Source: an optimization exercise on an open RTL-to-GDS flow (aim: small area, a short achievable clock period and few clock cycles per item). Production flows keep margins and buffers that such runs may drop.
At most, simulation tests tie the RTL to the original design; equivalence was not proved.
No functional check of the RTL was part of runs 1, 3 and 4.
Power is estimated from default activity; no workload was simulated.

[flow/run.sh]
#!/bin/bash
# synth_recipe.tcl (not shown) runs the flow's synth.tcl, then flattens the netlist and writes it again
# the make line also repeats each setting of config.mk as NAME=value (left out here)
make -C /OpenROAD-flow-scripts/flow DESIGN_CONFIG=/design/flow/config.mk WORK_HOME=/design/flow/orfs CLKGATE_MAP_FILE= SYNTH_SCRIPT=/design/flow/synth_recipe.tcl finish
[flow/config.mk]
export PLATFORM = sky130hd
export DESIGN_NAME = lc4_pipe_top
export DESIGN_NICKNAME = lc4_pipe_top
export VERILOG_FILES = /design/flow/design.v
export SDC_FILE = /design/flow/constraint.sdc
export NUM_CORES = 4
export LEC_CHECK = 0
export CAP_MARGIN = 20
export CORE_MARGIN = 2
export CORE_UTILIZATION = 40
export SETUP_SLACK_MARGIN = 5
export SLEW_MARGIN = 20
[flow/constraint.sdc]
create_clock -name core_clock -period 9.0 [get_ports {gwe}]
set_input_delay 1.8000 -clock core_clock [delete_from_list [all_inputs] [get_ports {gwe}]]
set_output_delay 1.8000 -clock core_clock [all_outputs]
set_load 0.01 [all_outputs]
[flow/design.v]
package lc4_pkg;
    typedef logic [16-1:0] lc4_word_t;  
    typedef logic [3-1:0]  lc4_reg_t;   
    typedef enum logic [3:0] {
        OP_ARITH   = 4'b0001,  
        OP_LOGIC   = 4'b0101,  
        OP_LDR     = 4'b0110,
        OP_STR     = 4'b0111,
        OP_CONST   = 4'b1001,  
        OP_SHIFT   = 4'b1010,  
        OP_HICONST = 4'b1101   
    } lc4_opcode_e;
    typedef enum logic [3:0] {
        ALU_ADD,
        ALU_MUL,
        ALU_SUB,
        ALU_AND,
        ALU_OR,
        ALU_XOR,
        ALU_NOT,
        ALU_SLL,
        ALU_SRA,
        ALU_SRL,
        ALU_CONST,
        ALU_HICONST,
        ALU_ADDR       
    } lc4_alu_op_e;
endpackage
module lc4_mul16 (
    input  logic [15:0] a,
    input  logic [15:0] b,
    output logic [15:0] r0,
    output logic [15:0] r1
);
    wire p0_0 = a[0] & b[0];
    wire p0_1 = a[1] & b[0];
    wire p0_2 = a[2] & b[0];
    wire p0_3 = a[3] & b[0];
    wire p0_4 = a[4] & b[0];
    wire p0_5 = a[5] & b[0];
    wire p0_6 = a[6] & b[0];
    wire p0_7 = a[7] & b[0];
    wire p0_8 = a[8] & b[0];
    wire p0_9 = a[9] & b[0];
    wire p0_10 = a[10] & b[0];
    wire p0_11 = a[11] & b[0];
    wire p0_12 = a[12] & b[0];
    wire p0_13 = a[13] & b[0];
    wire p0_14 = a[14] & b[0];
    wire p0_15 = a[15] & b[0];
    wire p1_0 = a[0] & b[1];
    wire p1_1 = a[1] & b[1];
    wire p1_2 = a[2] & b[1];
    wire p1_3 = a[3] & b[1];
    wire p1_4 = a[4] & b[1];
    wire p1_5 = a[5] & b[1];
    wire p1_6 = a[6] & b[1];
    wire p1_7 = a[7] & b[1];
    wire p1_8 = a[8] & b[1];
    wire p1_9 = a[9] & b[1];
    wire p1_10 = a[10] & b[1];
    wire p1_11 = a[11] & b[1];
    wire p1_12 = a[12] & b[1];
    wire p1_13 = a[13] & b[1];
    wire p1_14 = a[14] & b[1];
    wire p2_0 = a[0] & b[2];
    wire p2_1 = a[1] & b[2];
    wire p2_2 = a[2] & b[2];
    wire p2_3 = a[3] & b[2];
    wire p2_4 = a[4] & b[2];
    wire p2_5 = a[5] & b[2];
    wire p2_6 = a[6] & b[2];
    wire p2_7 = a[7] & b[2];
    wire p2_8 = a[8] & b[2];
    wire p2_9 = a[9] & b[2];
    wire p2_10 = a[10] & b[2];
    wire p2_11 = a[11] & b[2];
    wire p2_12 = a[12] & b[2];
    wire p2_13 = a[13] & b[2];
    wire p3_0 = a[0] & b[3];
    wire p3_1 = a[1] & b[3];
    wire p3_2 = a[2] & b[3];
    wire p3_3 = a[3] & b[3];
    wire p3_4 = a[4] & b[3];
    wire p3_5 = a[5] & b[3];
    wire p3_6 = a[6] & b[3];
    wire p3_7 = a[7] & b[3];
    wire p3_8 = a[8] & b[3];
    wire p3_9 = a[9] & b[3];
    wire p3_10 = a[10] & b[3];
    wire p3_11 = a[11] & b[3];
    wire p3_12 = a[12] & b[3];
    wire p4_0 = a[0] & b[4];
    wire p4_1 = a[1] & b[4];
    wire p4_2 = a[2] & b[4];
    wire p4_3 = a[3] & b[4];
    wire p4_4 = a[4] & b[4];
    wire p4_5 = a[5] & b[4];
    wire p4_6 = a[6] & b[4];
    wire p4_7 = a[7] & b[4];
    wire p4_8 = a[8] & b[4];
    wire p4_9 = a[9] & b[4];
    wire p4_10 = a[10] & b[4];
    wire p4_11 = a[11] & b[4];
    wire p5_0 = a[0] & b[5];
    wire p5_1 = a[1] & b[5];
    wire p5_2 = a[2] & b[5];
    wire p5_3 = a[3] & b[5];
    wire p5_4 = a[4] & b[5];
    wire p5_5 = a[5] & b[5];
    wire p5_6 = a[6] & b[5];
    wire p5_7 = a[7] & b[5];
    wire p5_8 = a[8] & b[5];
    wire p5_9 = a[9] & b[5];
    wire p5_10 = a[10] & b[5];
    wire p6_0 = a[0] & b[6];
    wire p6_1 = a[1] & b[6];
    wire p6_2 = a[2] & b[6];
    wire p6_3 = a[3] & b[6];
    wire p6_4 = a[4] & b[6];
    wire p6_5 = a[5] & b[6];
    wire p6_6 = a[6] & b[6];
    wire p6_7 = a[7] & b[6];
    wire p6_8 = a[8] & b[6];
    wire p6_9 = a[9] & b[6];
    wire p7_0 = a[0] & b[7];
    wire p7_1 = a[1] & b[7];
    wire p7_2 = a[2] & b[7];
    wire p7_3 = a[3] & b[7];
    wire p7_4 = a[4] & b[7];
    wire p7_5 = a[5] & b[7];
    wire p7_6 = a[6] & b[7];
    wire p7_7 = a[7] & b[7];
    wire p7_8 = a[8] & b[7];
    wire p8_0 = a[0] & b[8];
    wire p8_1 = a[1] & b[8];
    wire p8_2 = a[2] & b[8];
    wire p8_3 = a[3] & b[8];
    wire p8_4 = a[4] & b[8];
    wire p8_5 = a[5] & b[8];
    wire p8_6 = a[6] & b[8];
    wire p8_7 = a[7] & b[8];
    wire p9_0 = a[0] & b[9];
    wire p9_1 = a[1] & b[9];
    wire p9_2 = a[2] & b[9];
    wire p9_3 = a[3] & b[9];
    wire p9_4 = a[4] & b[9];
    wire p9_5 = a[5] & b[9];
    wire p9_6 = a[6] & b[9];
    wire p10_0 = a[0] & b[10];
    wire p10_1 = a[1] & b[10];
    wire p10_2 = a[2] & b[10];
    wire p10_3 = a[3] & b[10];
    wire p10_4 = a[4] & b[10];
    wire p10_5 = a[5] & b[10];
    wire p11_0 = a[0] & b[11];
    wire p11_1 = a[1] & b[11];
    wire p11_2 = a[2] & b[11];
    wire p11_3 = a[3] & b[11];
    wire p11_4 = a[4] & b[11];
    wire p12_0 = a[0] & b[12];
    wire p12_1 = a[1] & b[12];
    wire p12_2 = a[2] & b[12];
    wire p12_3 = a[3] & b[12];
    wire p13_0 = a[0] & b[13];
    wire p13_1 = a[1] & b[13];
    wire p13_2 = a[2] & b[13];
    wire p14_0 = a[0] & b[14];
    wire p14_1 = a[1] & b[14];
    wire p15_0 = a[0] & b[15];
    wire s1 = p0_13 ^ p1_12;
    wire c2 = p0_13 & p1_12;
    wire s3 = p0_14 ^ p1_13 ^ p2_12;
    wire c4 = (p0_14 & p1_13) | (p0_14 & p2_12) | (p1_13 & p2_12);
    wire s5 = p3_11 ^ p4_10;
    wire c6 = p3_11 & p4_10;
    wire s7 = p0_15 ^ p1_14 ^ p2_13;
    wire s9 = p3_12 ^ p4_11 ^ p5_10;
    wire s11 = p6_9 ^ p7_8;
    wire s13 = p0_9 ^ p1_8;
    wire c14 = p0_9 & p1_8;
    wire s15 = p0_10 ^ p1_9 ^ p2_8;
    wire c16 = (p0_10 & p1_9) | (p0_10 & p2_8) | (p1_9 & p2_8);
    wire s17 = p3_7 ^ p4_6;
    wire c18 = p3_7 & p4_6;
    wire s19 = p0_11 ^ p1_10 ^ p2_9;
    wire c20 = (p0_11 & p1_10) | (p0_11 & p2_9) | (p1_10 & p2_9);
    wire s21 = p3_8 ^ p4_7 ^ p5_6;
    wire c22 = (p3_8 & p4_7) | (p3_8 & p5_6) | (p4_7 & p5_6);
    wire s23 = p6_5 ^ p7_4;
    wire c24 = p6_5 & p7_4;
    wire s25 = p0_12 ^ p1_11 ^ p2_10;
    wire c26 = (p0_12 & p1_11) | (p0_12 & p2_10) | (p1_11 & p2_10);
    wire s27 = p3_9 ^ p4_8 ^ p5_7;
    wire c28 = (p3_9 & p4_8) | (p3_9 & p5_7) | (p4_8 & p5_7);
    wire s29 = p6_6 ^ p7_5 ^ p8_4;
    wire c30 = (p6_6 & p7_5) | (p6_6 & p8_4) | (p7_5 & p8_4);
    wire s31 = p9_3 ^ p10_2;
    wire c32 = p9_3 & p10_2;
    wire s33 = p2_11 ^ p3_10 ^ p4_9;
    wire c34 = (p2_11 & p3_10) | (p2_11 & p4_9) | (p3_10 & p4_9);
    wire s35 = p5_8 ^ p6_7 ^ p7_6;
    wire c36 = (p5_8 & p6_7) | (p5_8 & p7_6) | (p6_7 & p7_6);
    wire s37 = p8_5 ^ p9_4 ^ p10_3;
    wire c38 = (p8_5 & p9_4) | (p8_5 & p10_3) | (p9_4 & p10_3);
    wire s39 = p11_2 ^ p12_1 ^ p13_0;
    wire c40 = (p11_2 & p12_1) | (p11_2 & p13_0) | (p12_1 & p13_0);
    wire s41 = p5_9 ^ p6_8 ^ p7_7;
    wire c42 = (p5_9 & p6_8) | (p5_9 & p7_7) | (p6_8 & p7_7);
    wire s43 = p8_6 ^ p9_5 ^ p10_4;
    wire c44 = (p8_6 & p9_5) | (p8_6 & p10_4) | (p9_5 & p10_4);
    wire s45 = p11_3 ^ p12_2 ^ p13_1;
    wire c46 = (p11_3 & p12_2) | (p11_3 & p13_1) | (p12_2 & p13_1);
    wire s47 = p14_0 ^ c2 ^ s5;
    wire c48 = (p14_0 & c2) | (p14_0 & s5) | (c2 & s5);
    wire s49 = p8_7 ^ p9_6 ^ p10_5;
    wire s51 = p11_4 ^ p12_3 ^ p13_2;
    wire s53 = p14_1 ^ p15_0 ^ c6;
    wire s55 = s11 ^ c4 ^ s7;
    wire s57 = p0_6 ^ p1_5;
    wire c58 = p0_6 & p1_5;
    wire s59 = p0_7 ^ p1_6 ^ p2_5;
    wire c60 = (p0_7 & p1_6) | (p0_7 & p2_5) | (p1_6 & p2_5);
    wire s61 = p3_4 ^ p4_3;
    wire c62 = p3_4 & p4_3;
    wire s63 = p0_8 ^ p1_7 ^ p2_6;
    wire c64 = (p0_8 & p1_7) | (p0_8 & p2_6) | (p1_7 & p2_6);
    wire s65 = p3_5 ^ p4_4 ^ p5_3;
    wire c66 = (p3_5 & p4_4) | (p3_5 & p5_3) | (p4_4 & p5_3);
    wire s67 = p6_2 ^ p7_1;
    wire c68 = p6_2 & p7_1;
    wire s69 = p2_7 ^ p3_6 ^ p4_5;
    wire c70 = (p2_7 & p3_6) | (p2_7 & p4_5) | (p3_6 & p4_5);
    wire s71 = p5_4 ^ p6_3 ^ p7_2;
    wire c72 = (p5_4 & p6_3) | (p5_4 & p7_2) | (p6_3 & p7_2);
    wire s73 = p8_1 ^ p9_0 ^ s13;
    wire c74 = (p8_1 & p9_0) | (p8_1 & s13) | (p9_0 & s13);
    wire s75 = p5_5 ^ p6_4 ^ p7_3;
    wire c76 = (p5_5 & p6_4) | (p5_5 & p7_3) | (p6_4 & p7_3);
    wire s77 = p8_2 ^ p9_1 ^ p10_0;
    wire c78 = (p8_2 & p9_1) | (p8_2 & p10_0) | (p9_1 & p10_0);
    wire s79 = c14 ^ s17 ^ s15;
    wire c80 = (c14 & s17) | (c14 & s15) | (s17 & s15);
    wire s81 = p8_3 ^ p9_2 ^ p10_1;
    wire c82 = (p8_3 & p9_2) | (p8_3 & p10_1) | (p9_2 & p10_1);
    wire s83 = p11_0 ^ c18 ^ s23;
    wire c84 = (p11_0 & c18) | (p11_0 & s23) | (c18 & s23);
    wire s85 = c16 ^ s19 ^ s21;
    wire c86 = (c16 & s19) | (c16 & s21) | (s19 & s21);
    wire s87 = p11_1 ^ p12_0 ^ c24;
    wire c88 = (p11_1 & p12_0) | (p11_1 & c24) | (p12_0 & c24);
    wire s89 = s31 ^ c20 ^ c22;
    wire c90 = (s31 & c20) | (s31 & c22) | (c20 & c22);
    wire s91 = s25 ^ s27 ^ s29;
    wire c92 = (s25 & s27) | (s25 & s29) | (s27 & s29);
    wire s93 = c32 ^ s1 ^ c26;
    wire c94 = (c32 & s1) | (c32 & c26) | (s1 & c26);
    wire s95 = c28 ^ c30 ^ s33;
    wire c96 = (c28 & c30) | (c28 & s33) | (c30 & s33);
    wire s97 = s35 ^ s37 ^ s39;
    wire c98 = (s35 & s37) | (s35 & s39) | (s37 & s39);
    wire s99 = c34 ^ c36 ^ c38;
    wire c100 = (c34 & c36) | (c34 & c38) | (c36 & c38);
    wire s101 = c40 ^ s41 ^ s43;
    wire c102 = (c40 & s41) | (c40 & s43) | (s41 & s43);
    wire s103 = s45 ^ s3 ^ s47;
    wire c104 = (s45 & s3) | (s45 & s47) | (s3 & s47);
    wire s105 = c42 ^ c44 ^ c46;
    wire s107 = s49 ^ s51 ^ s9;
    wire s109 = c48 ^ s53 ^ s55;
    wire s111 = p0_4 ^ p1_3;
    wire c112 = p0_4 & p1_3;
    wire s113 = p0_5 ^ p1_4 ^ p2_3;
    wire c114 = (p0_5 & p1_4) | (p0_5 & p2_3) | (p1_4 & p2_3);
    wire s115 = p3_2 ^ p4_1;
    wire c116 = p3_2 & p4_1;
    wire s117 = p2_4 ^ p3_3 ^ p4_2;
    wire c118 = (p2_4 & p3_3) | (p2_4 & p4_2) | (p3_3 & p4_2);
    wire s119 = p5_1 ^ p6_0 ^ s57;
    wire c120 = (p5_1 & p6_0) | (p5_1 & s57) | (p6_0 & s57);
    wire s121 = p5_2 ^ p6_1 ^ p7_0;
    wire c122 = (p5_2 & p6_1) | (p5_2 & p7_0) | (p6_1 & p7_0);
    wire s123 = c58 ^ s61 ^ s59;
    wire c124 = (c58 & s61) | (c58 & s59) | (s61 & s59);
    wire s125 = p8_0 ^ c62 ^ s67;
    wire c126 = (p8_0 & c62) | (p8_0 & s67) | (c62 & s67);
    wire s127 = c60 ^ s63 ^ s65;
    wire c128 = (c60 & s63) | (c60 & s65) | (s63 & s65);
    wire s129 = c68 ^ c64 ^ c66;
    wire c130 = (c68 & c64) | (c68 & c66) | (c64 & c66);
    wire s131 = s69 ^ s71 ^ s73;
    wire c132 = (s69 & s71) | (s69 & s73) | (s71 & s73);
    wire s133 = c70 ^ c72 ^ s75;
    wire c134 = (c70 & c72) | (c70 & s75) | (c72 & s75);
    wire s135 = s77 ^ c74 ^ s79;
    wire c136 = (s77 & c74) | (s77 & s79) | (c74 & s79);
    wire s137 = c76 ^ c78 ^ s81;
    wire c138 = (c76 & c78) | (c76 & s81) | (c78 & s81);
    wire s139 = s83 ^ c80 ^ s85;
    wire c140 = (s83 & c80) | (s83 & s85) | (c80 & s85);
    wire s141 = c82 ^ c84 ^ s87;
    wire c142 = (c82 & c84) | (c82 & s87) | (c84 & s87);
    wire s143 = c86 ^ s89 ^ s91;
    wire c144 = (c86 & s89) | (c86 & s91) | (s89 & s91);
    wire s145 = c88 ^ c90 ^ c92;
    wire c146 = (c88 & c90) | (c88 & c92) | (c90 & c92);
    wire s147 = s93 ^ s95 ^ s97;
    wire c148 = (s93 & s95) | (s93 & s97) | (s95 & s97);
    wire s149 = c94 ^ c96 ^ c98;
    wire c150 = (c94 & c96) | (c94 & c98) | (c96 & c98);
    wire s151 = s99 ^ s101 ^ s103;
    wire c152 = (s99 & s101) | (s99 & s103) | (s101 & s103);
    wire s153 = c100 ^ c102 ^ s105;
    wire s155 = s107 ^ c104 ^ s109;
    wire s157 = p0_3 ^ p1_2;
    wire c158 = p0_3 & p1_2;
    wire s159 = p2_2 ^ p3_1 ^ p4_0;
    wire c160 = (p2_2 & p3_1) | (p2_2 & p4_0) | (p3_1 & p4_0);
    wire s161 = p5_0 ^ c112 ^ s115;
    wire c162 = (p5_0 & c112) | (p5_0 & s115) | (c112 & s115);
    wire s163 = c116 ^ c114 ^ s117;
    wire c164 = (c116 & c114) | (c116 & s117) | (c114 & s117);
    wire s165 = c118 ^ s121 ^ c120;
    wire c166 = (c118 & s121) | (c118 & c120) | (s121 & c120);
    wire s167 = c122 ^ s125 ^ c124;
    wire c168 = (c122 & s125) | (c122 & c124) | (s125 & c124);
    wire s169 = c126 ^ c128 ^ s129;
    wire c170 = (c126 & c128) | (c126 & s129) | (c128 & s129);
    wire s171 = c130 ^ s133 ^ c132;
    wire c172 = (c130 & s133) | (c130 & c132) | (s133 & c132);
    wire s173 = c134 ^ s137 ^ c136;
    wire c174 = (c134 & s137) | (c134 & c136) | (s137 & c136);
    wire s175 = c138 ^ s141 ^ c140;
    wire c176 = (c138 & s141) | (c138 & c140) | (s141 & c140);
    wire s177 = c142 ^ c144 ^ s145;
    wire c178 = (c142 & c144) | (c142 & s145) | (c144 & s145);
    wire s179 = c146 ^ c148 ^ s149;
    wire c180 = (c146 & c148) | (c146 & s149) | (c148 & s149);
    wire s181 = c150 ^ s153 ^ c152;
    wire s183 = p0_2 ^ p1_1;
    wire c184 = p0_2 & p1_1;
    wire s185 = p2_1 ^ p3_0 ^ s157;
    wire c186 = (p2_1 & p3_0) | (p2_1 & s157) | (p3_0 & s157);
    wire s187 = c158 ^ s111 ^ s159;
    wire c188 = (c158 & s111) | (c158 & s159) | (s111 & s159);
    wire s189 = c160 ^ s113 ^ s161;
    wire c190 = (c160 & s113) | (c160 & s161) | (s113 & s161);
    wire s191 = c162 ^ s119 ^ s163;
    wire c192 = (c162 & s119) | (c162 & s163) | (s119 & s163);
    wire s193 = c164 ^ s123 ^ s165;
    wire c194 = (c164 & s123) | (c164 & s165) | (s123 & s165);
    wire s195 = s127 ^ c166 ^ s167;
    wire c196 = (s127 & c166) | (s127 & s167) | (c166 & s167);
    wire s197 = s131 ^ c168 ^ s169;
    wire c198 = (s131 & c168) | (s131 & s169) | (c168 & s169);
    wire s199 = c170 ^ s135 ^ s171;
    wire c200 = (c170 & s135) | (c170 & s171) | (s135 & s171);
    wire s201 = s139 ^ c172 ^ s173;
    wire c202 = (s139 & c172) | (s139 & s173) | (c172 & s173);
    wire s203 = s143 ^ c174 ^ s175;
    wire c204 = (s143 & c174) | (s143 & s175) | (c174 & s175);
    wire s205 = s147 ^ c176 ^ s177;
    wire c206 = (s147 & c176) | (s147 & s177) | (c176 & s177);
    wire s207 = s151 ^ c178 ^ s179;
    wire c208 = (s151 & c178) | (s151 & s179) | (c178 & s179);
    wire s209 = c180 ^ s155 ^ s181;
    assign r0 = {c208, c206, c204, c202, c200, c198, c196, c194, c192, c190, c188, c186, c184, s183, p0_1, p0_0};
    assign r1 = {s209, s207, s205, s203, s201, s199, s197, s195, s193, s191, s189, s187, s185, p2_0, p1_0, 1'b0};
endmodule
`timescale 1ns/1ps
module lc4_pipe_top (
    input  logic        gwe,
    input  logic        i_rst,
    output logic [15:0] o_pc,
    input  logic [15:0] i_insn,
    output logic [15:0] o_dmem_addr,
    output logic        o_dmem_we,
    output logic [15:0] o_dmem_wdata,
    input  logic [15:0] i_dmem_rdata,
    output logic        o_wb_valid,
    output logic [15:0] o_wb_pc,
    output logic [15:0] o_wb_insn,
    output logic        o_wb_we,
    output logic [2:0]  o_wb_rd,
    output logic [15:0] o_wb_data
);
    logic        stall;
    logic [15:0] pc;
    logic        x_valid;
    logic [15:0] x_insn, xa, xb;
    logic        x_am, x_aw, x_bm, x_bw;       
    logic        x_sub, x_imm, x_imm_s;        
    logic        m_valid, m_we, m_ld, m_st, m_mul, m_ph, m_busy;
    logic [15:0] m_insn, m_res, m_b;
    logic        w_valid, w_we, w_ld;
    logic [15:0] w_insn, w_data;
    logic [3:0]  f_op;
    logic        f_arith, f_logic, f_str, f_hic, f_uses_a, f_uses_b;
    logic [2:0]  f_a_idx, f_b_idx;
    assign f_op     = i_insn[15:12];
    assign f_arith  = (f_op == 4'b0001);
    assign f_logic  = (f_op == 4'b0101);
    assign f_str    = (f_op == 4'b0111);
    assign f_hic    = (f_op == 4'b1101);
    assign f_a_idx  = i_insn[8:6];
    assign f_b_idx  = (f_str || f_hic) ? i_insn[11:9] : i_insn[2:0];
    assign f_uses_a = f_arith || f_logic || (f_op == 4'b0110) || f_str || (f_op == 4'b1010);
    assign f_uses_b = ((f_arith || f_logic) && !i_insn[5]) || f_str || f_hic;
    logic [15:0] regs [8];
    logic [15:0] rf_wd, f_a, f_b;
    logic        w_wr;
    assign w_wr  = w_valid && w_we;
    assign rf_wd = i_rst ? 16'd0 : w_data;
    always_ff @(posedge gwe) begin
        for (int i = 0; i < 8; i++) begin
            if (i_rst || (w_wr && w_insn[11:9] == 3'(i))) regs[i] <= rf_wd;
        end
    end
    assign f_a = (w_wr && w_insn[11:9] == f_a_idx) ? w_data : regs[f_a_idx];
    assign f_b = (w_wr && w_insn[11:9] == f_b_idx) ? w_data : regs[f_b_idx];
    logic [3:0] op;
    logic       op_arith, op_logic, op_ldr, op_str, op_shift, x_we, x_fwd, x_mul;
    assign op       = x_insn[15:12];
    assign op_arith = (op == 4'b0001);
    assign op_logic = (op == 4'b0101);
    assign op_ldr   = (op == 4'b0110);
    assign op_str   = (op == 4'b0111);
    assign op_shift = (op == 4'b1010);
    assign x_we  = op_arith ? (x_insn[5] || !(x_insn[4] && x_insn[3])) :
                   op_shift ? !(x_insn[5] && x_insn[4]) :
                   (op_logic || op_ldr || op == 4'b1001 || op == 4'b1101);
    assign x_fwd = x_valid && x_we && !op_ldr;
    assign x_mul = op_arith && x_insn[5:3] == 3'b001;
    logic [15:0] a, b;
    always_ff @(posedge gwe) begin
        if (i_rst) begin
            pc      <= 16'h8200;
            x_valid <= 1'b0;
        end else if (!stall) begin
            pc      <= pc + 16'd1;
            x_valid <= 1'b1;
        end
    end
    always_ff @(posedge gwe) begin
        if (m_busy) begin
            xa   <= a;
            xb   <= b;
            x_aw <= 1'b0;
            x_bw <= 1'b0;
        end else if (stall) begin
            xa   <= a;
            xb   <= b;
            x_am <= 1'b0;
            x_bm <= 1'b0;
            x_aw <= x_am;
            x_bw <= x_bm;
        end else begin
            x_insn  <= i_insn;
            xa      <= f_a;
            xb      <= f_b;
            x_am    <= f_uses_a && x_fwd && x_insn[11:9] == f_a_idx;
            x_bm    <= f_uses_b && x_fwd && x_insn[11:9] == f_b_idx;
            x_aw    <= f_uses_a && m_valid && m_we && m_insn[11:9] == f_a_idx;
            x_bw    <= f_uses_b && m_valid && m_we && m_insn[11:9] == f_b_idx;
            x_sub   <= f_arith && i_insn[5:3] == 3'b010;
            x_imm   <= (f_arith && i_insn[5]) || f_op == 4'b0110 || f_str;
            x_imm_s <= (f_op == 4'b0110 || f_str) ? i_insn[5] : i_insn[4];
        end
    end
    assign o_pc = pc;
    assign a = x_am ? m_res : x_aw ? w_data : xa;
    assign b = x_bm ? m_res : x_bw ? w_data : xb;
    assign m_busy = m_mul && !m_ph;
    assign stall  = m_mul && (!m_ph || x_am || x_bm);
    logic [15:0] imm5, imm9, opb, sum;
    logic [16:0] sum17;
    assign imm5  = {{11{x_insn[4]}}, x_insn[4:0]};
    assign imm9  = {{7{x_insn[8]}}, x_insn[8:0]};
    assign opb   = x_imm ? {{11{x_imm_s}}, x_insn[4:0]} : x_sub ? ~b : b;
    assign sum17 = {a, 1'b1} + {opb, x_sub};
    assign sum   = sum17[16:1];
    logic [15:0] sh_in, sh_r, sh_out;
    logic        sh_left;
    assign sh_left = !x_insn[5] && !x_insn[4];
    always_comb begin
        for (int i = 0; i < 16; i++) sh_in[i] = sh_left ? a[15-i] : a[i];
    end
    assign sh_r = 16'($signed({x_insn[4] & a[15], sh_in}) >>> x_insn[3:0]);
    always_comb begin
        for (int i = 0; i < 16; i++) sh_out[i] = sh_left ? sh_r[15-i] : sh_r[i];
    end
    logic [15:0] res;
    always_comb begin
        case (op)
            4'b0001: res = x_mul ? a : sum;
            4'b0101: begin
                if (x_insn[5]) res = a & imm5;
                else case (x_insn[4:3])
                    2'b00:   res = a & b;
                    2'b01:   res = ~a;
                    2'b10:   res = a | b;
                    default: res = a ^ b;
                endcase
            end
            4'b1001: res = imm9;
            4'b1010: res = sh_out;
            4'b1101: res = {x_insn[7:0], b[7:0]};
            default: res = sum;
        endcase
    end
    always_ff @(posedge gwe) begin
        if (i_rst) begin
            m_valid <= 1'b0;
            m_st    <= 1'b0;
            m_mul   <= 1'b0;
            m_ph    <= 1'b0;
        end else begin
            m_ph    <= m_busy;
            if (!m_busy) begin
                m_valid <= x_valid && !stall;
                m_st    <= x_valid && !stall && op_str;
                m_mul   <= x_valid && !stall && x_mul;
            end
        end
    end
    logic [15:0] mt_r0, mt_r1;
    always_ff @(posedge gwe) begin
        if (!stall) begin
            m_insn <= x_insn;
            m_we   <= x_we;
            m_ld   <= op_ldr;
        end
        m_res <= m_busy ? mt_r0 : res;
        m_b   <= m_busy ? mt_r1 : b;
    end
    lc4_mul16 u_mul (.a(m_res), .b(m_b), .r0(mt_r0), .r1(mt_r1));
    assign o_dmem_addr  = m_res;
    assign o_dmem_we    = m_st;
    assign o_dmem_wdata = (w_valid && w_ld && w_insn[11:9] == m_insn[11:9]) ? w_data : m_b;
    always_ff @(posedge gwe) begin
        if (i_rst) w_valid <= 1'b0;
        else       w_valid <= m_valid && !m_busy;
    end
    always_ff @(posedge gwe) begin
        w_insn <= m_insn;
        w_we   <= m_we;
        w_ld   <= m_ld;
        w_data <= m_ld ? i_dmem_rdata : m_mul ? m_res + m_b : m_res;
    end
    assign o_wb_valid = w_valid;
    assign o_wb_pc    = pc - (m_valid ? 16'd3 : 16'd2);
    assign o_wb_insn  = w_insn;
    assign o_wb_we    = w_we;
    assign o_wb_rd    = w_insn[11:9];
    assign o_wb_data  = w_data;
endmodule
==> flow_metrics.py, run 1 <==
metrics = {
    "detailed_routing": {
        "drt_pass1_iterations": 5,
        "drc": 0,
        "routed.top_layer": "met4",
        "drt-initial-drc-count": 1779,
        "m1WireLength_um": 30300,
        "met2_length_um": 35200,
        "wl_per_cell_um": 25.3,
        "viasPerCell": 5.94,
        "num_vias": 17668,
        "dr_wl_met3_um": 6580,
        "ant_nets": 0,
        "detail_route.wirelength_um": 75300,
    },
    "clock_network": {
        "clkTransAtPathRegs_ns": 0.06,
        "cts_max_path_buffers": 3,
        "clk_latency_ns": 0.56,
        "clock-sinks": 289,
        "cts_tree": "built",
        "cts_root_buf": "clkbuf_16",
        "htree_num_levels": 2,
        "cts_buffers": 35,
    },
    "yosys": {
        "synthFlopType": "edfxtp_1",
        "ys_warn_count": 2,
        "synthAdderAreaFrac": 0.124,
        "synth_cell_types": 82,
        "syn_area_um2": 20800,
        "synth.area.mux_share": 0.111,
        "synthSimpleGateAreaFrac": 0.142,
        "synth_compound_area_frac": 0.159,
        "yosysSeqAreaShare": 0.359,
        "postSynthAreaPerCell_um2": 9.67,
        "synth_xor_area_frac": 0.0467,
        "ys_ff_latch": 289,
        "synth_top_family_by_area": "compound AO/OA/AOI/OAI gates",
        "syn-num-nets": 2340,
        "synth-edff-count": 167,
        "async_reset_ff_frac": 0,
        "syn_inst": 2148,
    },
    "sta": {
        "timing.fmax_ghz": 0.241,
        "hold_violations": 0,
        "skew_ns": 0.0274,
        "period_needed_ns": 4.14,
        "setup_viol": 0,
        "worstMarginPinSlew_ns": 1.04,
        "slew_headroom": 0.308,
        "final_max_slew_viol_count": 0,
        "hold-worst-slack_ns": 0.340,
        "tns_ns": 0,
        "rsz0062_at_grt": "yes",
        "period_share": 0.460,
    },
    "placement": {
        "dpl_cell_area_um2": 22800,
        "dp_hpwl_um": 52300,
        "io_buffer_count": 135,
        "place_congestion": 0.969,
        "dp.cells": 2873,
    },
    "layout": {
        "final_cell_mix": "nand2_1 (226), edfxtp_1 (167), inv_1 (134), o21ai_0 (134), nor2_1 (124)",
        "layout.cell_area.non_filler_um2": 24600,
        "final_util": 0.479,
        "areaGrowthSynthToFinish_pct": 18.4,
        "drive_above_1_share": 0.148,
        "final_nets": 2461,
        "insertedDiodeCount": 0,
        "mostFrequentLayoutCell": "nand2_1",
        "fill_cells": 4793,
        "fin_cells": 2975,
    },
    "global_route": {
        "grt_max_degree": 56,
        "grt_pass1_wl_um": 111000,
        "overflow": 0,
        "antenna_found_initial": 2,
        "grt_pass1_vias": 17230,
        "grt_usage": 0.277,
    },
    "status": {
        "status": "no timing/DRC/antenna violations",
    },
    "pwr": {
        "combPwrFrac": 0.527,
        "clkPwrFrac": 0.188,
        "intPower_mw": 4.23,
        "seqPwrFrac": 0.285,
        "p_per_area_nw_per_um2": 301,
        "leakage_nw": 9.60,
        "vdd_ir_drop_max_mv": 0.224,
        "switching_share": 0.429,
        "switching_power_mw": 3.18,
    },
    "worst_hold_path": {
        "hold_path_depth": 0,
        "hold_path_class": "register to register",
        "hp-start": "m_insn[3]$_DFFE_PN_",
    },
    "critical_path": {
        "startpoint_type": "register",
        "rr_worst_depth": 10,
        "startpoint": "pc[8]$_SDFFE_PP0N_",
        "critPathMaxFanout": 6,
        "worst_setup_path_end_kind": "primary output",
        "criticalPathCategory": "register to primary output",
        "critPathRequiredTime_ns": 7.20,
        "worstReg2RegStart": "m_res[8]$_DFF_P_",
        "arrival_ns": 2.34,
    },
    "die": {
        "ios": 136,
        "die_h_um": 232,
        "die_w_um": 232,
        "core_area_um2": 51300,
        "dieArea_um2": 53800,
        "start_util": 0.405,
        "row_count": 83,
    },
    "run": {
        "max-cap-violations": 0,
    },
}
## routing by layer
layer  GRT usage  vias up
met5           0        -
met4       0.110        0
met3      0.0517      181
met2       0.451      821
met1       0.363     8748
li1            -     7918
## kinds of logic after synthesis
| logic type | count (synthesis) |
|---|---|
| mux | 157 |
| fa+ha+maj | 158 |
| xor+xnor | 110 |
| flops | 289 |
| simple gates | 623 |
| buf+inv | 295 |
| compound gates | 516 |
## path summary, 6_finish.rpt
path / end / slack [ns]
min: w_insn[3]$_DFF_P_ / 0.34
max: o_wb_pc[14] / 4.86
max reg2reg: m_res[12]$_DFF_P_ / 5.08
min reg2reg: w_insn[3]$_DFF_P_ / 0.34
## cells in the mapped netlist (11+ instances only)
library cell | number | area [um^2]
a21oi_1 | 122 | 611
nor3_1 | 33 | 165
fa_1 | 80 | 1600
o211ai_1 | 31 | 233
o21ai_0 | 136 | 681
edfxtp_1 | 167 | 5010
dfxtp_1 | 122 | 2440
nand2_1 | 228 | 856
a211oi_1 | 39 | 293
nand3_1 | 46 | 230
nor2_1 | 126 | 473
and3_1 | 12 | 75.1
xor2_1 | 36 | 315
nor2b_1 | 28 | 175
nand2b_1 | 16 | 100
buf_2 | 18 | 90.1
buf_4 | 13 | 97.6
mux2i_1 | 78 | 781
xnor2_1 | 73 | 639
buf_1 | 11 | 41.3
a21o_1 | 17 | 128
mux2_2 | 24 | 270
and2_1 | 78 | 488
clkbuf_1 | 103 | 387
a221oi_1 | 13 | 114
o21a_1 | 28 | 210
o21bai_1 | 12 | 90.1
ha_1 | 78 | 976
o22ai_1 | 20 | 125
inv_1 | 137 | 514
a31oi_1 | 13 | 81.3
mux4_2 | 51 | 1150
## timing repair
action / CTS / global route
gates cloned: 4 / 2
endpoints found under the hold margin: 0 / 0
resized for setup: 151 / 71
hold buffers: 0 / 0
setup endpoints to repair: 60 / 50
buffers inserted: 13 / 20
pin swaps: 7 / 13
## area by class of cell
| cell class | count | area [um^2] | area share |
|---|---|---|---|
| tap | 680 | 851 | 0.0346 |
| clock inverter | 13 | 105 | 0.00427 |
| inverter | 148 | 562 | 0.0228 |
| multi-input combinational | 1566 | 12400 | 0.503 |
| clock buffer | 50 | 1000 | 0.0407 |
| timing repair buffer | 229 | 2180 | 0.0888 |
| sequential | 289 | 7510 | 0.305 |
## worst max-delay path, stage by stage (launching register included)
cell     delay (ns)
dfxtp_4        0.37
or4_4          0.54
or3_4          0.41
nor4_4         0.15
xor2_1         0.16
buf_2          0.15
## sequential cells by signal, summed over array words and instances (netlist names), 16 cells and up
| signal | flops |
|---|---|
| w_data | 16 |
| xb | 16 |
| pc | 16 |
| xa | 16 |
| x_insn | 16 |
| m_insn | 16 |
| m_b | 16 |
| m_res | 16 |
| w_insn | 16 |
| regs | 128 |
## metrics by stage
step	power, mW	setup WS (ns)
floorplan	4.46	5.02
global route	7.91	4.75
global placement	5.86	3.63
detailed placement	5.91	3.55
finish	7.41	4.86
CTS	7.34	4.76
## power groups by stage
stage / clock network, mW / logic, mW / registers, mW
global route: 1.47 / 4.31 / 2.13
CTS: 1.41 / 3.84 / 2.09
global placement: 0 / 3.75 / 2.11
floorplan: 0 / 2.55 / 1.91
detailed placement: 0 / 3.80 / 2.11
finish: 1.39 / 3.91 / 2.11
==> inputs of run 2 (changes only) <==
--- a/flow/design.v
+++ b/flow/design.v
@@ -391,8 +391,9 @@
     logic        x_am, x_aw, x_bm, x_bw;       
     logic        x_sub, x_imm, x_imm_s;        
-    logic        m_valid, m_we, m_ld, m_st, m_mul, m_ph, m_busy;
+    logic        x_ssum;                       
+    logic        m_valid, m_we, m_ld, m_st, m_mul, m_ph, m_busy, m_sbyp;
     logic [15:0] m_insn, m_res, m_b;
-    logic        w_valid, w_we, w_ld;
-    logic [15:0] w_insn, w_data;
+    logic        w_valid, w_we;
+    logic [15:0] w_insn, w_data, w_pc;
     logic [3:0]  f_op;
     logic        f_arith, f_logic, f_str, f_hic, f_uses_a, f_uses_b;
@@ -404,5 +405,5 @@
     assign f_hic    = (f_op == 4'b1101);
     assign f_a_idx  = i_insn[8:6];
-    assign f_b_idx  = (f_str || f_hic) ? i_insn[11:9] : i_insn[2:0];
+    assign f_b_idx  = (i_insn[14] && i_insn[12] && (i_insn[13] || i_insn[15])) ? i_insn[11:9] : i_insn[2:0];
     assign f_uses_a = f_arith || f_logic || (f_op == 4'b0110) || f_str || (f_op == 4'b1010);
     assign f_uses_b = ((f_arith || f_logic) && !i_insn[5]) || f_str || f_hic;
@@ -466,4 +467,5 @@
             x_imm   <= (f_arith && i_insn[5]) || f_op == 4'b0110 || f_str;
             x_imm_s <= (f_op == 4'b0110 || f_str) ? i_insn[5] : i_insn[4];
+            x_ssum  <= (f_arith && i_insn[5:3] != 3'b001) || f_op == 4'b0110 || f_str;
         end
     end
@@ -490,21 +492,22 @@
         for (int i = 0; i < 16; i++) sh_out[i] = sh_left ? sh_r[15-i] : sh_r[i];
     end
-    logic [15:0] res;
+    logic [15:0] res, oth;
+    assign res = x_ssum ? sum : oth;
     always_comb begin
         case (op)
-            4'b0001: res = x_mul ? a : sum;
+            4'b0001: oth = a;
             4'b0101: begin
-                if (x_insn[5]) res = a & imm5;
+                if (x_insn[5]) oth = a & imm5;
                 else case (x_insn[4:3])
-                    2'b00:   res = a & b;
-                    2'b01:   res = ~a;
-                    2'b10:   res = a | b;
-                    default: res = a ^ b;
+                    2'b00:   oth = a & b;
+                    2'b01:   oth = ~a;
+                    2'b10:   oth = a | b;
+                    default: oth = a ^ b;
                 endcase
             end
-            4'b1001: res = imm9;
-            4'b1010: res = sh_out;
-            4'b1101: res = {x_insn[7:0], b[7:0]};
-            default: res = sum;
+            4'b1001: oth = imm9;
+            4'b1010: oth = sh_out;
+            4'b1101: oth = {x_insn[7:0], b[7:0]};
+            default: oth = a;
         endcase
     end
@@ -530,4 +533,5 @@
             m_we   <= x_we;
             m_ld   <= op_ldr;
+            m_sbyp <= op_str && m_valid && m_ld && m_insn[11:9] == x_insn[11:9];
         end
         m_res <= m_busy ? mt_r0 : res;
@@ -537,17 +541,21 @@
     assign o_dmem_addr  = m_res;
     assign o_dmem_we    = m_st;
-    assign o_dmem_wdata = (w_valid && w_ld && w_insn[11:9] == m_insn[11:9]) ? w_data : m_b;
+    assign o_dmem_wdata = m_sbyp ? w_data : m_b;
     always_ff @(posedge gwe) begin
-        if (i_rst) w_valid <= 1'b0;
-        else       w_valid <= m_valid && !m_busy;
+        if (i_rst) begin
+            w_valid <= 1'b0;
+            w_pc    <= 16'h8200;
+        end else begin
+            w_valid <= m_valid && !m_busy;
+            if (w_valid) w_pc <= w_pc + 16'd1;
+        end
     end
     always_ff @(posedge gwe) begin
         w_insn <= m_insn;
         w_we   <= m_we;
-        w_ld   <= m_ld;
         w_data <= m_ld ? i_dmem_rdata : m_mul ? m_res + m_b : m_res;
     end
     assign o_wb_valid = w_valid;
-    assign o_wb_pc    = pc - (m_valid ? 16'd3 : 16'd2);
+    assign o_wb_pc    = w_pc;
     assign o_wb_insn  = w_insn;
     assign o_wb_we    = w_we;
--- a/flow/config.mk
+++ b/flow/config.mk
@@ -11,2 +11,3 @@
 export SETUP_SLACK_MARGIN = 5
 export SLEW_MARGIN = 20
+export TNS_END_PERCENT = 0
==> run 2 against run 1 <==
  * Clock-buffer cell count shrank 4
  * Non-clock buffer count down 34
  * Final area down 1.3%
  * Combinational power fell by 34%
  * Hold slack worse by 0.0058 ns
  * Core utilization decreased by 0.82 points
  * Die area up 0.46%
  * Via count shrank 1.3%
  * Final cell count fell by 1.1%
  * Still clean on timing, DRC and antenna
  * Largest power group unchanged
==> flow_metrics.py, run 2 <==
metrics = {
    "placement": {
        "dp_hpwl_um": 50600,
        "place_congestion": 0.970,
        "io_buffer_count": 135,
    },
    "yosys": {
        "syn-num-nets": 2331,
        "ys_warn_count": 2,
        "synthFlopType": "edfxtp_1",
        "synth_cell_types": 79,
        "synth_top_cell_area_share": 0.243,
        "synth-edff-count": 169,
        "yosysTopAreaCell": "edfxtp_1",
        "ys_ff_latch": 306,
        "synth_common_cells": "nand2_1 (244), edfxtp_1 (169), inv_1 (139)",
        "async_reset_ff_frac": 0,
        "syn_area_um2": 20900,
        "synth_area_leaders": "edfxtp_1 (24%), dfxtp_1 (13%), fa_1 (7.7%), mux4_2 (4.6%), ha_1 (4.6%)",
        "postSynthAreaPerCell_um2": 9.76,
        "yosysSeqAreaShare": 0.374,
        "syn_inst": 2140,
        "synth.most_common_cell": "nand2_1",
    },
    "sta": {
        "timing.fmax_ghz": 0.248,
        "final_max_slew_viol_count": 0,
        "period_share": 0.447,
        "slew_headroom": 0.374,
        "period_needed_ns": 4.03,
        "worstMarginPinSlew_ns": 0.940,
        "rsz0062_at_grt": "yes",
        "hold_violations": 0,
        "setup_viol": 0,
        "tns_ns": 0,
        "hold-worst-slack_ns": 0.334,
        "skew_ns": 0.0199,
    },
    "clock_network": {
        "cts_tree": "built",
        "clkTransAtPathRegs_ns": 0.06,
        "ctsHoldBuffers": 0,
        "cts_max_path_buffers": 3,
        "cts_root_buf": "clkbuf_16",
        "clk_latency_ns": 0.56,
        "htree_num_levels": 2,
        "clock-sinks": 306,
        "cts_buffers": 35,
    },
    "detailed_routing": {
        "met2_length_um": 33500,
        "viasPerCell": 5.93,
        "ant_nets": 0,
        "num_vias": 17432,
        "drt-initial-drc-count": 1737,
        "drc": 0,
        "routed.top_layer": "met5",
        "m1WireLength_um": 29900,
        "drt_pass1_iterations": 7,
        "detail_route.wirelength_um": 71700,
        "dr_wl_met3_um": 5370,
        "wl_per_cell_um": 24.4,
    },
    "critical_path": {
        "path_delay_family": "buffers and inverters",
        "criticalPathCategory": "input port to register",
        "cpPeakStageDelay_ns": 0.69,
        "critPathRequiredTime_ns": 9.38,
        "cpMaxStageDelayCell": "or4_4",
        "critPathMaxFanout": 23,
        "arrival_ns": 4.41,
        "rr_worst_depth": 14,
        "crit_buf_inv": 3,
        "worst_setup_path_end_kind": "register",
        "crit_cells": 9,
        "crit_chain": "clkdlybuf4s50_1, o211ai_4, buf_12, mux2i_2, buf_6, xnor2_1, or4_4, o211ai_1, o21ai_0",
        "startpoint_type": "input port",
    },
    "status": {
        "status": "no timing/DRC/antenna violations",
    },
    "layout": {
        "insertedDiodeCount": 0,
        "mostFrequentLayoutCell": "nand2_1",
        "top_register": "regs",
        "final_util": 0.471,
        "areaGrowthSynthToFinish_pct": 16.3,
        "final_nets": 2426,
        "drive_above_1_share": 0.103,
        "final_cell_mix": "nand2_1 (244), edfxtp_1 (169), inv_1 (139)",
        "largest_reg_flops": 128,
    },
    "global_route": {
        "overflow": 0,
        "grt_pass1_wl_um": 108000,
        "antenna_found_initial": 2,
        "grt_pass1_vias": 16800,
        "grt_max_degree": 91,
        "grt_usage": 0.263,
    },
    "worst_hold_path": {
        "hold_path_class": "register to register",
        "hold_path_depth": 0,
    },
    "die": {
        "die_h_um": 232,
        "start_util": 0.405,
        "core_area_um2": 51500,
        "die_w_um": 232,
        "dieArea_um2": 54000,
        "ios": 136,
        "row_count": 83,
    },
    "run": {
        "max-cap-violations": 0,
    },
    "pwr": {
        "vdd_ir_drop_max_mv": 0.137,
        "leakage_nw": 9.29,
        "p_per_area_nw_per_um2": 249,
    },
}
[run 2: cell families after synthesis]
group                    count (synthesis)  share of synthesized area
AO/OA/AOI/OAI                          514                      0.162
XOR/XNOR                               114                     0.0478
adder cells (fa/ha/maj)                157                      0.123
buffers and inverters                  282                     0.0540
flip-flops                             306                      0.374
multiplexers                           144                     0.0974
AND/OR/NAND/NOR                        623                      0.142
[run 2: metal layers]
metal / up-vias / global-route usage
li1: 7844 / -
met1: 8548 / 0.357
met2: 848 / 0.427
met3: 190 / 0.0390
met4: 2 / 0.0932
met5: - / 0
[run 2: stage by stage]
step	cells	setup slack [ns]	total power, mW	cell area, um^2
5_1_grt	2941	4.82	6.44	24300
4_1_cts	2933	4.72	6.05	24100
3_5_place_dp	2868	3.32	4.58	22900
6_report	2941	4.97	6.05	24300
3_3_place_gp	2867	3.50	4.55	22900
2_1_floorplan	2140	4.95	3.61	20900
[run 2: cell type report]
class | instances | area (um^2)
fillers | 4893 | 27200
flip-flops and latches | 306 | 7840
well taps | 680 | 851
inverters | 144 | 541
clock inverters | 17 | 180
repair buffers | 195 | 1840
multi-input cells | 1553 | 12100
clock buffers | 46 | 978
[run 2: report_power, final]
group	total [mW]	switching (mW)	internal, mW
clock network	1.45	0.592	0.856
registers	2.00	0.312	1.69
logic	2.60	1.45	1.15
total	6.05	2.36	3.69
[run 2: path summary, 6_finish.rpt]
check                       from                end  slack [ns]
max                   i_insn[12]     xb[11]$_DFF_P_        4.97
min          m_insn[2]$_DFFE_PN_  w_insn[2]$_DFF_P_        0.33
max reg2reg     m_res[0]$_DFF_P_    m_b[15]$_DFF_P_        5.02
min reg2reg  m_insn[2]$_DFFE_PN_  w_insn[2]$_DFF_P_        0.33
[run 2: timing repair]
| action | in CTS | in global routing |
|---|---|---|
| gates cloned | 0 | 1 |
| gates resized for setup | 9 | 24 |
| buffers inserted | 2 | 7 |
| setup endpoints to repair | 42 | 31 |
| endpoints found under the hold margin | 0 | 0 |
| pin swaps | 0 | 2 |
Testbench counts of run 2, summed over its fixed seeds: cycles 16,936, instructions 16,000.
==> inputs of run 3 (changes only) <==
--- a/flow/design.v
+++ b/flow/design.v
@@ -388,5 +388,5 @@
     logic [15:0] pc;
     logic        x_valid;
-    logic [15:0] x_insn, xa, xb;
+    logic [15:0] x_insn, xa, xb;                 
     logic        x_am, x_aw, x_bm, x_bw;       
     logic        x_sub, x_imm, x_imm_s;        
@@ -433,5 +433,9 @@
     assign x_fwd = x_valid && x_we && !op_ldr;
     assign x_mul = op_arith && x_insn[5:3] == 3'b001;
-    logic [15:0] a, b;
+    logic [15:0] a, b, opbx;
+    logic        f_sub, f_am, f_bm;
+    assign f_sub = f_arith && i_insn[5:3] == 3'b010;
+    assign f_am  = x_fwd && x_insn[11:9] == f_a_idx;
+    assign f_bm  = x_fwd && x_insn[11:9] == f_b_idx;
     always_ff @(posedge gwe) begin
         if (i_rst) begin
@@ -446,10 +450,10 @@
         if (m_busy) begin
             xa   <= a;
-            xb   <= b;
+            xb   <= opbx;
             x_aw <= 1'b0;
             x_bw <= 1'b0;
         end else if (stall) begin
             xa   <= a;
-            xb   <= b;
+            xb   <= opbx;
             x_am <= 1'b0;
             x_bm <= 1'b0;
@@ -459,10 +463,10 @@
             x_insn  <= i_insn;
             xa      <= f_a;
-            xb      <= f_b;
-            x_am    <= f_uses_a && x_fwd && x_insn[11:9] == f_a_idx;
-            x_bm    <= f_uses_b && x_fwd && x_insn[11:9] == f_b_idx;
-            x_aw    <= f_uses_a && m_valid && m_we && m_insn[11:9] == f_a_idx;
-            x_bw    <= f_uses_b && m_valid && m_we && m_insn[11:9] == f_b_idx;
-            x_sub   <= f_arith && i_insn[5:3] == 3'b010;
+            xb      <= f_b ^ {16{f_sub}};
+            x_am    <= f_uses_a && f_am;
+            x_bm    <= f_uses_b && f_bm;
+            x_aw    <= f_uses_a && !f_am && m_valid && m_we && m_insn[11:9] == f_a_idx;
+            x_bw    <= f_uses_b && !f_bm && m_valid && m_we && m_insn[11:9] == f_b_idx;
+            x_sub   <= f_sub;
             x_imm   <= (f_arith && i_insn[5]) || f_op == 4'b0110 || f_str;
             x_imm_s <= (f_op == 4'b0110 || f_str) ? i_insn[5] : i_insn[4];
@@ -471,6 +475,12 @@
     end
     assign o_pc = pc;
-    assign a = x_am ? m_res : x_aw ? w_data : xa;
-    assign b = x_bm ? m_res : x_bw ? w_data : xb;
+    logic [15:0] sx;
+    logic        x_ar, x_br;
+    assign x_ar = !(x_am || x_aw);
+    assign x_br = !(x_bm || x_bw);
+    assign sx   = {16{x_sub}};
+    assign a    = ({16{x_am}} & m_res) | ({16{x_aw}} & w_data) | ({16{x_ar}} & xa);
+    assign b    = ({16{x_bm}} & m_res) | ({16{x_bw}} & w_data) | ({16{x_br}} & xb);
+    assign opbx = ({16{x_bm}} & (m_res ^ sx)) | ({16{x_bw}} & (w_data ^ sx)) | ({16{x_br}} & xb);
     assign m_busy = m_mul && !m_ph;
     assign stall  = m_mul && (!m_ph || x_am || x_bm);
@@ -479,5 +489,5 @@
     assign imm5  = {{11{x_insn[4]}}, x_insn[4:0]};
     assign imm9  = {{7{x_insn[8]}}, x_insn[8:0]};
-    assign opb   = x_imm ? {{11{x_imm_s}}, x_insn[4:0]} : x_sub ? ~b : b;
+    assign opb   = x_imm ? {{11{x_imm_s}}, x_insn[4:0]} : opbx;
     assign sum17 = {a, 1'b1} + {opb, x_sub};
     assign sum   = sum17[16:1];
@@ -492,6 +502,5 @@
         for (int i = 0; i < 16; i++) sh_out[i] = sh_left ? sh_r[15-i] : sh_r[i];
     end
-    logic [15:0] res, oth;
-    assign res = x_ssum ? sum : oth;
+    logic [15:0] oth;
     always_comb begin
         case (op)
@@ -535,5 +544,5 @@
             m_sbyp <= op_str && m_valid && m_ld && m_insn[11:9] == x_insn[11:9];
         end
-        m_res <= m_busy ? mt_r0 : res;
+        m_res <= (x_ssum && !m_busy) ? sum : m_busy ? mt_r0 : oth;
         m_b   <= m_busy ? mt_r1 : b;
     end
==> run 3 against run 2 <==
  * Critical path type is now register to register
  * Core utilization is 0.18 points lower
  * Power is 4.6% higher
  * Largest power group unchanged
  * Clock skew is 0.0028 ns lower
  * Die area is 2.6% higher
  * Via count is 5.4% higher
  * Final cell count is 3.5% higher
  * Final area is 2.0% higher
  * Global-route usage hardly changed
  * Clock-buffer cell count is 1 higher
  * Sequential power hardly changed
  * Sequential share of layout area is 0.65 points lower
  * Critical endpoint is now m_res[15]$_DFF_P_
==> flow_metrics.py, run 3 <==
metrics = {
    "pwr": {
        "p_total_mw": 6.32,
        "intPower_mw": 3.77,
        "vdd_ir_drop_max_mv": 0.146,
        "seqPwrFrac": 0.315,
        "switching_power_mw": 2.55,
        "p_per_area_nw_per_um2": 255,
        "leakage_nw": 9.64,
        "clkPwrFrac": 0.233,
        "combPwrFrac": 0.452,
        "switching_share": 0.404,
    },
    "clock_network": {
        "clock-sinks": 306,
        "cts_tree": "built",
        "cts_buffers": 37,
        "htree_num_levels": 2,
        "clk_latency_ns": 0.56,
        "cts_root_buf": "clkbuf_16",
        "clkTransAtPathRegs_ns": 0.06,
        "cts_max_path_buffers": 3,
    },
    "global_route": {
        "grt_pass1_vias": 17599,
        "grt_pass1_wl_um": 112000,
        "antenna_found_initial": 1,
        "grt_usage": 0.263,
        "overflow": 0,
        "grt_max_degree": 63,
    },
    "sta": {
        "worstMarginPinSlew_ns": 1.13,
        "hold_violations": 0,
        "slew_headroom": 0.240,
        "rsz0062_at_grt": "yes",
        "timing.fmax_ghz": 0.244,
        "skew_ns": 0.0171,
        "fin_ws_ns": 4.89,
        "tns_ns": 0,
        "setup_viol": 0,
        "hold-worst-slack_ns": 0.339,
        "period_share": 0.456,
        "final_max_slew_viol_count": 0,
        "period_needed_ns": 4.11,
    },
    "run": {
        "max-cap-violations": 0,
    },
    "placement": {
        "dp.cells": 2971,
        "dp_hpwl_um": 51700,
        "place_congestion": 0.957,
        "dp_slack_ns": 3.83,
        "dpl_cell_area_um2": 23400,
        "io_buffer_count": 135,
    },
    "yosys": {
        "synth_cell_types": 83,
        "postSynthAreaPerCell_um2": 9.53,
        "syn_inst": 2250,
        "synth_area_leaders": "edfxtp_1 (24%), dfxtp_1 (13%), fa_1 (7.5%), ha_1 (4.5%), nand2_1 (4.1%)",
        "synth.most_common_cell": "nand2_1",
        "async_reset_ff_frac": 0,
        "synthFlopType": "edfxtp_1",
        "ys_warn_count": 2,
        "yosysSeqAreaShare": 0.365,
        "synth_top_cell_area_share": 0.237,
        "synth_common_cells": "nand2_1 (232), edfxtp_1 (169), nor2_1 (162)",
        "ys_ff_latch": 306,
        "synth-edff-count": 169,
        "syn-num-nets": 2441,
        "syn_area_um2": 21400,
        "yosysTopAreaCell": "edfxtp_1",
    },
    "detailed_routing": {
        "drt_pass1_iterations": 6,
        "drt-initial-drc-count": 2127,
        "viasPerCell": 6.04,
        "num_vias": 18379,
        "detail_route.wirelength_um": 74700,
        "wl_per_cell_um": 24.5,
        "drc": 0,
        "ant_nets": 0,
    },
    "layout": {
        "final_cell_mix": "nand2_1 (232), edfxtp_1 (169), nor2_1 (159)",
        "drive_above_1_share": 0.0993,
        "mostFrequentLayoutCell": "nand2_1",
        "largest_reg_flops": 128,
        "final_nets": 2519,
        "fill_cells": 4975,
        "top_register": "regs",
        "areaGrowthSynthToFinish_pct": 15.6,
        "final_util": 0.469,
        "layout.cell_area.non_filler_um2": 24800,
        "fin_cells": 3044,
        "insertedDiodeCount": 0,
    },
    "worst_hold_path": {
        "hold_path_class": "register to register",
        "hold_end": "w_insn[12]$_DFF_P_",
        "hold_path_depth": 0,
        "hp-start": "m_insn[12]$_DFFE_PN_",
    },
    "critical_path": {
        "r2r_setup_slack_ns": 4.89,
        "worstReg2RegStart": "m_b[7]$_DFF_P_",
        "criticalPathCategory": "register to register",
        "worst_setup_path_end_kind": "register",
        "critPathMaxFanout": 10,
        "critPathRequiredTime_ns": 9.44,
        "rr_worst_depth": 11,
        "startpoint_type": "register",
        "r2r-end": "m_res[15]$_DFF_P_",
        "arrival_ns": 4.54,
    },
    "status": {
        "status": "no timing/DRC/antenna violations",
    },
    "die": {
        "row_count": 84,
        "ios": 136,
        "die_w_um": 235,
        "core_area_um2": 52800,
        "die_h_um": 235,
        "start_util": 0.406,
        "dieArea_um2": 55500,
    },
}
## run 3: how the worst max path moves through the flow
stage,startpoint,end,slack (ns)
floorplan,i_insn[13],xb[12]$_DFF_P_,4.84
global placement,i_insn[13],xb[15]$_DFF_P_,3.89
detailed placement,i_insn[15],xb[15]$_DFF_P_,3.83
CTS,m_b[0]$_SDFF_PP0_,w_data[14]$_DFF_P_,4.75
global route,m_b[7]$_DFF_P_,m_res[15]$_DFF_P_,4.77
finish,m_b[7]$_DFF_P_,m_res[15]$_DFF_P_,4.89
## run 3: power by group through the flow
stage	registers [mW]	logic, mW	clock network, mW
global placement	2.01	2.76	0
finish	1.99	2.86	1.47
CTS	1.98	2.84	1.50
global route	2.01	3.17	1.55
detailed placement	2.00	2.80	0
floorplan	1.85	1.90	0
## run 3: metal layers
layer,share of wire,global-route usage
met5,0,0
met4,0.039,0.0946
met2,0.46,0.420
met3,0.085,0.0473
met1,0.42,0.358
## run 3: final cells by class
type	instances	area (um^2)	share of cell area
Clock buffer	47	995	0.0402
Timing Repair Buffer	188	1820	0.0735
Multi-Input combinational cell	1644	12500	0.505
Tap cell	688	861	0.0348
Sequential cell	306	7830	0.316
Inverter	151	574	0.0232
Clock inverter	20	185	0.00748
## run 3: critical path, cell delays in order, from the launching register on
cell and delay, ns:
dfxtp_1 0.69, nand2_1 0.17, fa_1 0.52, fa_1 0.41
fa_1 0.52, fa_1 0.55, inv_1 0.05, fa_1 0.45
nand2_1 0.19, o21ai_0 0.14, nor3_2 0.20, nand3b_1 0.09
## run 3: logic make-up (layout without fill, tap and decap cells)
family                   after synthesis  in the layout  synth area share
adder cells (fa/ha/maj)              157            157             0.120
AO/OA/AOI/OAI                        569            569             0.177
multiplexers                         146            146            0.0921
XOR/XNOR                             105            105            0.0429
AND/OR/NAND/NOR                      667            667             0.148
buffers and inverters                300            406            0.0559
flip-flops                           306            306             0.365
## run 3: what timing repair did
item	CTS	global route
gates resized for setup	11	28
cloned	0	1
setup endpoints to repair	47	46
hold buffers	0	0
buffers inserted	3	2
pin swaps	1	0
==> inputs of run 4 (changes only) <==
==> flow/flow/run.sh (new file) <==
#!/bin/bash
# The standard layout, with every input and output port buffered by a
# plain buffer (buf_2) instead of the default delay-cell buffer.
set -euo pipefail
export BUFFER_PORTS_ARGS="-buffer_cell sky130_fd_sc_hd__buf_2"
bash standard.sh > standard.log 2>&1
==> flow/standard.sh (new file) <==
#!/bin/bash
# synth_recipe.tcl (not shown) runs the flow's synth.tcl, then flattens the netlist and writes it again
# the make line also repeats each setting of config.mk as NAME=value (left out here)
make -C /OpenROAD-flow-scripts/flow DESIGN_CONFIG=/design/flow/config.mk WORK_HOME=/design/flow/orfs CLKGATE_MAP_FILE= SYNTH_SCRIPT=/design/flow/synth_recipe.tcl "${@:-finish}"
removed: flow/run.sh
==> run 4 against run 3 <==
  * Via count grew 0.54%
  * Sequential share of layout area up 0.92 points
  * Non-clock buffer count rose by 8
  * Setup slack got worse by 0.076 ns
  * Final cell count about the same
  * Maximum frequency decreased by 1.8%
  * Largest cell class unchanged
  * Clock skew grew 0.022 ns
  * Core utilization down 1.3 points
  * Register-to-register slack worse by 0.08 ns
  * Final area shrank 2.8%
==> flow_metrics.py, run 4 <==
metrics = {
    "status": {
        "status": "no timing/DRC/antenna violations",
    },
    "sta": {
        "final_max_slew_viol_count": 0,
        "setup_viol": 0,
        "tns_ns": 0,
        "period_share": 0.465,
        "worstMarginPinSlew_ns": 1.18,
        "fin_ws_ns": 4.82,
        "period_needed_ns": 4.18,
        "timing.fmax_ghz": 0.239,
        "rsz0062_at_grt": "yes",
        "hold_violations": 0,
        "slew_headroom": 0.210,
        "hold-worst-slack_ns": 0.339,
        "skew_ns": 0.0393,
    },
    "run": {
        "max-cap-violations": 0,
    },
    "global_route": {
        "antenna_found_initial": 1,
        "grt_pass1_vias": 18149,
        "grt_usage": 0.266,
        "grt_max_degree": 63,
        "grt_use_met1": 0.357,
        "grt_pass1_wl_um": 114000,
        "busiest_layer": "met2",
        "met3_usage": 0.0331,
        "overflow": 0,
        "global_route.usage.met2": 0.431,
    },
    "die": {
        "core_area_um2": 52800,
        "row_count": 84,
        "dieArea_um2": 55500,
        "start_util": 0.406,
        "die_h_um": 235,
        "die_w_um": 235,
        "ios": 136,
    },
    "critical_path": {
        "critPathMaxFanout": 20,
        "critPathRequiredTime_ns": 9.44,
        "criticalPathCategory": "register to register",
        "arrival_ns": 4.62,
        "worst_setup_path_end_kind": "register",
        "startpoint_type": "register",
    },
    "yosys": {
        "yosysTopAreaCell": "edfxtp_1",
        "synthFlopType": "edfxtp_1",
        "synth.most_common_cell": "nand2_1",
        "ys_ff_latch": 306,
        "synth_top_cell_area_share": 0.237,
        "ys_warn_count": 2,
        "async_reset_ff_frac": 0,
        "syn-num-nets": 2441,
        "syn_inst": 2250,
        "yosysSeqAreaShare": 0.365,
        "postSynthAreaPerCell_um2": 9.53,
        "syn_area_um2": 21400,
        "synth_area_leaders": "edfxtp_1 (24%), dfxtp_1 (13%), fa_1 (7.5%), ha_1 (4.5%), nand2_1 (4.1%)",
        "synth_cell_types": 83,
        "synth_common_cells": "nand2_1 (232), edfxtp_1 (169), nor2_1 (162)",
        "synth-edff-count": 169,
    },
    "detailed_routing": {
        "ant_nets": 0,
        "detail_route.wirelength_um": 75200,
        "wl_per_cell_um": 24.7,
        "drc": 0,
        "num_vias": 18479,
        "drt-initial-drc-count": 2068,
        "drt_pass1_iterations": 6,
        "viasPerCell": 6.06,
    },
    "layout": {
        "final_util": 0.456,
        "fin_cells": 3047,
        "mostFrequentLayoutCell": "nand2_1",
        "final_nets": 2526,
        "areaGrowthSynthToFinish_pct": 12.3,
        "final_cell_mix": "nand2_1 (231), edfxtp_1 (169), nor2_1 (159)",
        "drive_above_1_share": 0.156,
        "insertedDiodeCount": 0,
        "top_register": "regs",
        "largest_reg_flops": 128,
    },
    "placement": {
        "io_buffer_count": 135,
        "dp_hpwl_um": 52300,
        "dp_slack_ns": 4.33,
        "place_congestion": 0.953,
        "dp.cells": 2975,
    },
    "pwr": {
        "intPower_mw": 3.73,
        "switching_share": 0.406,
        "leakage_nw": 9.68,
        "clkPwrFrac": 0.237,
        "seqPwrFrac": 0.313,
        "combPwrFrac": 0.450,
        "vdd_ir_drop_max_mv": 0.179,
        "p_per_area_nw_per_um2": 261,
        "switching_power_mw": 2.54,
    },
    "clock_network": {
        "cts_max_path_buffers": 3,
        "clkTransAtPathRegs_ns": 0.06,
        "cts_root_buf": "clkbuf_16",
        "cts_buffers": 36,
        "ctsHoldBuffers": 0,
        "cts_tree": "built",
        "htree_num_levels": 2,
        "clk_latency_ns": 0.56,
        "clock-sinks": 306,
    },
    "worst_hold_path": {
        "hold_path_class": "register to register",
    },
}
==> run 4: critical path: stages (launching register included) <==
cell,delay [ns]
edfxtp_1,0.36
buf_4,0.22
clkinvlp_4,0.16
buf_4,0.16
o22ai_1,0.08
a221oi_1,0.61
mux2i_1,0.29
ha_1,0.32
or4_1,0.57
nor2_1,0.10
o21ai_0,0.15
a31oi_1,0.28
o21bai_1,0.14
a21o_1,0.22
a211oi_1,0.28
o22ai_1,0.10
==> run 4: cell families (layout without fill, tap and decap cells) <==
kind of cell / Yosys count / count (layout) / synth area share
compound gates: 569 / 569 / 0.177
xor+xnor: 105 / 105 / 0.0429
fa+ha+maj: 157 / 157 / 0.120
buf+inv: 300 / 409 / 0.0559
flops: 306 / 306 / 0.365
mux: 146 / 146 / 0.0921
simple gates: 667 / 667 / 0.148
==> run 4: layer usage <==
| layer | vias to the layer above | wire (um) |
|---|---|---|
| met1 | 9106 | 31400 |
| met3 | 190 | 5580 |
| li1 | 8249 | - |
| met4 | 0 | 3560 |
| met2 | 934 | 34600 |
| met5 | - | 0 |
==> run 4: cell type report <==
type	instances	area (um^2)
Fill cell	5019	28700
Multi-Input combinational cell	1644	12500
Sequential cell	306	7830
Timing Repair Buffer	196	1140
Clock buffer	50	1020
Tap cell	688	861
Inverter	151	578
Clock inverter	12	153
==> run 4: stage by stage <==
stage,total power [mW],cell area [um^2]
2_1_floorplan,3.75,21400
3_3_place_gp,4.73,22800
3_5_place_dp,4.74,22800
4_1_cts,6.27,24000
5_1_grt,6.67,24100
6_report,6.27,24100
==> run 4: final timing paths <==
path,from,end,slack (ns),cells after the start
worst min register to register,m_insn[4]$_DFFE_PN_,w_insn[4]$_DFF_P_,0.34,0
worst min-delay path,m_insn[4]$_DFFE_PN_,w_insn[4]$_DFF_P_,0.34,0
worst max register to register,x_bm$_SDFFCE_PP0N_,m_res[14]$_DFF_P_,4.82,15
worst max-delay path,x_bm$_SDFFCE_PP0N_,m_res[14]$_DFF_P_,4.82,15
==> run 4: timing repair <==
item	in CTS	in global routing
buffers inserted	10	0
setup endpoints to repair	24	41
gates resized for setup	10	9
gates cloned	0	0
==> run 4: power groups by stage <==
stage | Combinational [mW] | Clock [mW] | Sequential, mW
2_1_floorplan | 1.90 | 0 | 1.85
3_3_place_gp | 2.76 | 0 | 1.97
3_5_place_dp | 2.77 | 0 | 1.98
4_1_cts | 2.81 | 1.51 | 1.95
5_1_grt | 3.13 | 1.56 | 1.98
6_report | 2.82 | 1.48 | 1.96

==> afterwards: timing with drivers on the ports <==
No port has a modelled driver above. Below, the same layouts with a new extraction and two added sets of constraints.
Step 1, drivers: a clkbuf_16 drives gwe and a buf_2 each remaining input, both assumed.
Step 2 moves the port delays by t, midway between the first and last clock arrival at a register: inputs arrive t later, outputs are due t later. That takes back most of the time a late clock gives input paths.
Three values: no drivers, after step 1, after step 2; two values: the first two.
run	t, ns	setup slack, ns	worst setup path at the end	worst register clock-pin slew, ns	cell pins on the clock port's net
run 1	0.609	4.858 / 4.798 / 4.581	input to register	0.06 / 0.06	1
run 2	0.603	4.974 / 4.946 / 4.403	input to register	0.07 / 0.07	1
run 3	0.606	4.894 / 4.894 / 4.413	input to register	0.07 / 0.07	1
run 4	0.597	4.818 / 4.818 / 4.332	input to register	0.07 / 0.07	1
After both steps setup and hold are still met in every run listed. The setup slack of run 2, which loses most, moves by -0.028 ns with the drivers and by -0.571 ns with both steps.
